From an optimization exercise on the open Yosys and OpenROAD flow, aimed at small area, a short achievable clock period and few clock cycles per item; shortcuts taken in it are not production practice. Only simulation tests tie the RTL to the original design; equivalence was not proved. Power and IR drop assume default switching activity.

==> 04-04: inputs <==
==> flow/design.v <==
package sst3_pkg;
  localparam int unsigned CharWidth    = 8;
  localparam int unsigned LargestWidth = 32;
  localparam int unsigned TopSumWidth  = 34;
  localparam int unsigned DigitWidth   = 4;
  localparam logic [CharWidth-1:0] CharZero    = 8'h30;
  localparam logic [CharWidth-1:0] CharNine    = 8'h39;
  localparam logic [CharWidth-1:0] CharNewline = 8'h0A;
endpackage
module sst3_add #(
  parameter int unsigned W    = 32,
  parameter int unsigned ARCH = 0,
  parameter bit          LATE = 1'b0
) (
  input  logic [W-1:0] a_i,
  input  logic [W-1:0] b_i,
  input  logic         c_i,
  output logic [W-1:0] s_o,
  output logic         c_o
);
  localparam int unsigned L = (W <= 2) ? 1 : (W <= 4) ? 2 : (W <= 8) ? 3 : (W <= 16) ? 4 :
                              (W <= 32) ? 5 : (W <= 64) ? 6 : 7;
  logic [W-1:0] p, g0;
  logic [W-1:0] gg [L+1];
  logic [W-1:0] pp [L+1];
  logic [W:0]   c;
  assign p  = a_i ^ b_i;
  assign g0 = a_i & b_i;
  always_comb begin
    gg[0] = g0;
    pp[0] = p;
    if (!LATE) gg[0][0] = g0[0] | (p[0] & c_i);
    for (int l = 1; l <= L; l++) begin
      gg[l] = gg[l-1];
      pp[l] = pp[l-1];
    end
    if (ARCH == 0) begin
      for (int l = 0; l < L; l++) begin
        for (int i = 0; i < W; i++) begin
          if ((i >> l) & 1) begin
            gg[l+1][i] = gg[l][i] | (pp[l][i] & gg[l][((i >> l) << l) - 1]);
            pp[l+1][i] = pp[l][i] & pp[l][((i >> l) << l) - 1];
          end else begin
            gg[l+1][i] = gg[l][i];
            pp[l+1][i] = pp[l][i];
          end
        end
      end
    end else if (ARCH == 1) begin
      for (int l = 0; l < L; l++) begin
        for (int i = 0; i < W; i++) begin
          if (((i + 1) % (2 << l)) == 0) begin
            gg[L][i] = gg[L][i] | (pp[L][i] & gg[L][i - (1 << l)]);
            pp[L][i] = pp[L][i] & pp[L][i - (1 << l)];
          end
        end
      end
      for (int l = L - 2; l >= 0; l--) begin
        for (int i = 0; i < W; i++) begin
          if (((i + 1) % (2 << l)) == (1 << l) && i >= (2 << l)) begin
            gg[L][i] = gg[L][i] | (pp[L][i] & gg[L][i - (1 << l)]);
            pp[L][i] = pp[L][i] & pp[L][i - (1 << l)];
          end
        end
      end
    end else begin
      for (int i = 1; i < W; i++) begin
        gg[L][i] = gg[L][i] | (pp[L][i] & gg[L][i-1]);
      end
    end
  end
  always_comb begin
    c[0] = c_i;
    for (int i = 0; i < W; i++) c[i+1] = LATE ? (gg[L][i] | (pp[L][i] & c_i)) : gg[L][i];
  end
  assign s_o = p ^ c[W-1:0];
  assign c_o = c[W];
endmodule
module segmented_sum_top3_tracker #(
  parameter int unsigned SUM_WIDTH = 32,
  parameter int unsigned TOP_COUNT = 3
) (
  input  logic                    clk_i,
  input  logic                    rst_ni,
  input  logic                    in_valid_i,
  output logic                    in_ready_o,
  input  logic [sst3_pkg::CharWidth-1:0]    in_char_i,
  input  logic                    in_eoi_i,
  output logic                    out_valid_o,
  input  logic                    out_ready_i,
  output logic [sst3_pkg::LargestWidth-1:0] out_largest_o,
  output logic [sst3_pkg::TopSumWidth-1:0]  out_top3_o,
  output logic                    out_closed_o
);
  localparam int unsigned SW     = 32;
  localparam int unsigned ARCH_L = 0;
  localparam int unsigned ARCH_G = 0;
  localparam int unsigned ARCH_D = 0;
  localparam int unsigned ARCH_S = 0;
  function automatic logic gt_tree(input logic [SW-1:0] a, input logic [SW-1:0] b);
    logic [SW-1:0] g, t;
    g = a & ~b;
    t = a | ~b;
    for (int w = SW / 2; w >= 1; w = w / 2) begin
      for (int i = 0; i < w; i++) begin
        g[i] = g[2*i+1] | (t[2*i+1] & g[2*i]);
        t[i] = g[2*i+1] | (t[2*i+1] & t[2*i]);
      end
    end
    gt_tree = g[0];
  endfunction
  typedef struct packed {
    logic       eoi;
    logic       dig;
    logic       nl;
    logic [3:0] d;
  } byte_t;
  byte_t in_dec;
  assign in_dec.eoi = in_eoi_i;
  assign in_dec.dig = !in_eoi_i && (in_char_i[7:4] == 4'h3) && (!in_char_i[3] || (in_char_i[2:1] == 2'b00));
  assign in_dec.nl  = !in_eoi_i && (in_char_i == sst3_pkg::CharNewline);
  assign in_dec.d   = in_char_i[3:0];
  logic  adv;
  logic  v1, vs;
  logic  v2, c2, i2;
  logic  v3, c3, i3;
  logic  v4, c4;
  byte_t b1, bs;
  logic  acc;
  assign adv        = !v4 || out_ready_i;
  assign in_ready_o = !vs;
  assign acc        = in_valid_i && !vs;
  always_ff @(posedge clk_i or negedge rst_ni) begin
    if (!rst_ni) begin
      v1 <= 1'b0;
      vs <= 1'b0;
    end else begin
      if (adv || !v1) v1 <= vs || acc;
      vs <= !adv && (vs || (v1 && acc));
    end
  end
  always_ff @(posedge clk_i) begin
    if (adv || !v1) b1 <= vs ? bs : in_dec;
    if (!vs) bs <= in_dec;
  end
  logic [SW-1:0] line_q, group_q, group_in;
  logic          has_q, gz_q;
  logic          a1;
  logic          line_end, close_grp, ins_grp;
  logic [SW-1:0] line_ten, line_sat;
  logic          line_ovf;
  logic [4:0]    line_lo;
  logic [SW-5:0] line_hi;
  logic [SW-1:0] group_add;
  logic          group_cy;
  logic [SW-1:0] group_sat;
  assign a1        = adv && v1;
  assign line_end  = b1.nl || b1.eoi;
  assign close_grp = b1.eoi || (b1.nl && !has_q);
  assign ins_grp   = close_grp && (has_q || !gz_q);
  assign line_lo = {1'b0, line_q[0], 3'b000} + {1'b0, line_q[2:0], 1'b0} + {1'b0, b1.d};
  sst3_add #(.W(SW-4), .ARCH(ARCH_L), .LATE(1'b1)) u_line_add (
    .a_i(line_q[SW-4:1]), .b_i(line_q[SW-2:3]), .c_i(line_lo[4]), .s_o(line_hi), .c_o()
  );
  assign line_ten = {line_hi, line_lo[3:0]};
  assign line_ovf = gt_tree(line_q, 32'd429496729) || ((line_q == 32'd429496729) && (b1.d > 4'd5));
  assign line_sat = line_ovf ? '1 : line_ten;
  assign group_in = gz_q ? '0 : group_q;
  sst3_add #(.W(SW), .ARCH(ARCH_G)) u_group_add (
    .a_i(group_in), .b_i(line_q), .c_i(1'b0), .s_o(group_add), .c_o(group_cy)
  );
  assign group_sat = group_cy ? '1 : group_add;
  always_ff @(posedge clk_i or negedge rst_ni) begin
    if (!rst_ni) begin
      line_q  <= '0;
      has_q   <= 1'b0;
      gz_q    <= 1'b1;
    end else if (a1) begin
      if (b1.dig) begin
        line_q <= line_sat;
        has_q  <= 1'b1;
      end else if (line_end) begin
        line_q <= '0;
        has_q  <= 1'b0;
      end
      if (close_grp) gz_q <= 1'b1;
      else if (line_end && has_q) gz_q <= 1'b0;
    end
  end
  always_ff @(posedge clk_i) begin
    if (a1 && line_end && has_q) group_q <= group_sat;
  end
  always_ff @(posedge clk_i or negedge rst_ni) begin
    if (!rst_ni) begin
      v2 <= 1'b0;
      c2 <= 1'b0;
      i2 <= 1'b0;
      v3 <= 1'b0;
      c3 <= 1'b0;
      i3 <= 1'b0;
      v4 <= 1'b0;
    end else if (adv) begin
      v2 <= v1;
      c2 <= v1 && close_grp;
      i2 <= v1 && ins_grp;
      v3 <= v2;
      c3 <= c2;
      i3 <= i2;
      v4 <= v3;
    end
  end
  always_ff @(posedge clk_i) begin
    if (adv) c4 <= c3;
  end
  logic [SW-1:0] top0_q, top1_q, top2_q;
  logic [SW+1:0] sum_q;
  logic [SW-1:0] diff_d, diff_q;
  logic          gt0_d, gt0_q, gt1_q, gt2_q;
  sst3_add #(.W(SW), .ARCH(ARCH_D)) u_diff_add (
    .a_i(group_q), .b_i(~top0_q), .c_i(1'b0), .s_o(diff_d), .c_o(gt0_d)
  );
  always_ff @(posedge clk_i) begin
    diff_q <= diff_d;
    gt0_q  <= gt0_d;
    gt1_q  <= gt_tree(group_q, top1_q);
    gt2_q  <= gt_tree(group_q, top2_q);
  end
  logic [SW+1:0] sum_new;
  sst3_add #(.W(SW+2), .ARCH(ARCH_S)) u_sum_add (
    .a_i(sum_q), .b_i({2'b00, diff_q}), .c_i(1'b1), .s_o(sum_new), .c_o()
  );
  always_ff @(posedge clk_i or negedge rst_ni) begin
    if (!rst_ni) begin
      top0_q <= '0;
      top1_q <= '0;
      top2_q <= '0;
      sum_q  <= '0;
    end else if (adv && i3 && gt0_q) begin
      top2_q <= gt2_q ? group_q : top2_q;
      top1_q <= gt2_q ? top2_q : (gt1_q ? group_q : top1_q);
      top0_q <= gt1_q ? top1_q : group_q;
      sum_q  <= sum_new;
    end
  end
  assign out_valid_o   = v4;
  assign out_largest_o = top2_q;
  assign out_top3_o    = sum_q;
  assign out_closed_o  = c4;
endmodule
==> flow/flow/run.sh <==
#!/bin/bash
set -euo pipefail
MARGIN=5.8
PORT_BUF=sky130_fd_sc_hd__buf_2
CTS="-sink_clustering_enable -repair_clock_nets -sink_clustering_size 30 -sink_clustering_max_diameter 80 -buf_list {sky130_fd_sc_hd__clkbuf_8 sky130_fd_sc_hd__clkbuf_16} -dont_use_dummy_load"
bash standard.sh synth > synth.log 2>&1
bash standard.sh "SETUP_SLACK_MARGIN=$MARGIN" "BUFFER_PORTS_ARGS=-buffer_cell $PORT_BUF" "CTS_ARGS=$CTS" finish > layout.log 2>&1
==> flow/standard.sh <==
#!/bin/bash
# synth_recipe.tcl (not shown) runs the flow's synth.tcl, then flattens the netlist and writes it again
# the make line also repeats each setting of config.mk as NAME=value (left out here)
make -C /OpenROAD-flow-scripts/flow DESIGN_CONFIG=/design/flow/config.mk WORK_HOME=/design/flow/orfs CLKGATE_MAP_FILE= SYNTH_SCRIPT=/design/flow/synth_recipe.tcl "${@:-finish}"
==> flow/config.mk <==
export PLATFORM = sky130hd
export DESIGN_NAME = segmented_sum_top3_tracker
export DESIGN_NICKNAME = segmented_sum_top3_tracker
export VERILOG_FILES = /design/flow/design.v
export SDC_FILE = /design/flow/constraint.sdc
export NUM_CORES = 4
export LEC_CHECK = 0
export ABC_CLOCK_PERIOD_IN_PS = 3000
export CAP_MARGIN = 20
export CORE_MARGIN = 8
export CORE_UTILIZATION = 60
export PLACE_DENSITY = 0.72
export SLEW_MARGIN = 20
==> flow/constraint.sdc <==
create_clock -name core_clock -period 9.0 [get_ports {clk_i}]
set_input_delay 1.8000 -clock core_clock [delete_from_list [all_inputs] [get_ports {clk_i}]]
set_output_delay 1.8000 -clock core_clock [all_outputs]
set_load 0.01 [all_outputs]
==> inputs of 05-05, as changes to 04-04 <==
--- a/flow/flow/run.sh
+++ b/flow/flow/run.sh
@@ -2,3 +2,3 @@
 set -euo pipefail
-MARGIN=5.8
+MARGIN=6.0
 PORT_BUF=sky130_fd_sc_hd__buf_2
--- a/flow/config.mk
+++ b/flow/config.mk
@@ -8,6 +8,5 @@
 export ABC_CLOCK_PERIOD_IN_PS = 3000
-export CAP_MARGIN = 20
+export CAP_MARGIN = 10
 export CORE_MARGIN = 8
-export CORE_UTILIZATION = 60
-export PLACE_DENSITY = 0.72
-export SLEW_MARGIN = 20
+export CORE_UTILIZATION = 40
+export SLEW_MARGIN = 10
==> comparison table <==
| item | 05-05 | 04-04 |
|---|---|---|
| Run status | finished clean | finished clean |
| Global routing usage on met2 | 0.2765 | 0.3782 |
| Reg-to-reg setup timing slack | 5.73 ns | 5.74 ns |
| Maximum fanout along the worst path | 7 | 13 |
| Worst path setup slack after routing | 5.734 ns | 5.741 ns |
| Total Die Area | 46,050 um^2 | 31,740 um^2 |
| Wire length after detailed routing | 38,150 um | 35,240 um |
| Length of routed met2 wiring | 18,160 um | 16,950 um |
| Critical path's largest stage delay | 0.69 ns | 0.66 ns |
| Area growth from synthesis to layout | 16.70% | 11.69% |
| Clock network fraction of design power | 0.105 | 0.098 |
| Initial DRC count | 689 | 765 |
| Gpl congestion | 0.8303 | 0.8981 |
| Switching power summed over all nets | 0.003104 W | 0.002945 W |
| Part of the power in registers | 0.317 | 0.331 |
| Endpoint required time on the critical path | 9.24 ns | 9.22 ns |
| Min Clock Period, post-route | 3.266 ns | 3.259 ns |
Testbench counts of 04-04, summed over its fixed seeds: cycles 50,275, items 50,243.
Testbench counts of 05-05, summed over its fixed seeds: cycles 50,275, items 50,243.

==> re-timing with driven ports <==
The results above use ideal ports. As a check the final layouts listed here were re-extracted and re-timed, cells and wires unchanged.
Step 1 (the two cells are an assumption about what drives the block):
set clk [get_ports {clk_i}]
set_driving_cell -lib_cell sky130_fd_sc_hd__clkbuf_16 $clk
set_driving_cell -lib_cell sky130_fd_sc_hd__buf_2 [delete_from_list [all_inputs] $clk]
Step 2, shift: input delay + t, output delay - t, t = (earliest + latest rising clock arrival at the registers) / 2. This alone moves slack from input paths to output paths.
Slacks: no drivers / after step 1 / after step 2; pairs: no drivers / after step 1.
run	t (ns)	slack for setup (ns)	clock arrival spread, ns	worst slew at a driven data input, ns
04-04	0.526	5.741 / 5.741 / 5.434	0.072 / 0.073	0.04
05-05	0.547	5.734 / 5.734 / 5.577	0.040 / 0.041	0.04
After both steps every run listed still meets setup and hold. The setup slack of 04-04, which loses most, moves by 0.000 ns with the drivers and by -0.307 ns with both steps.
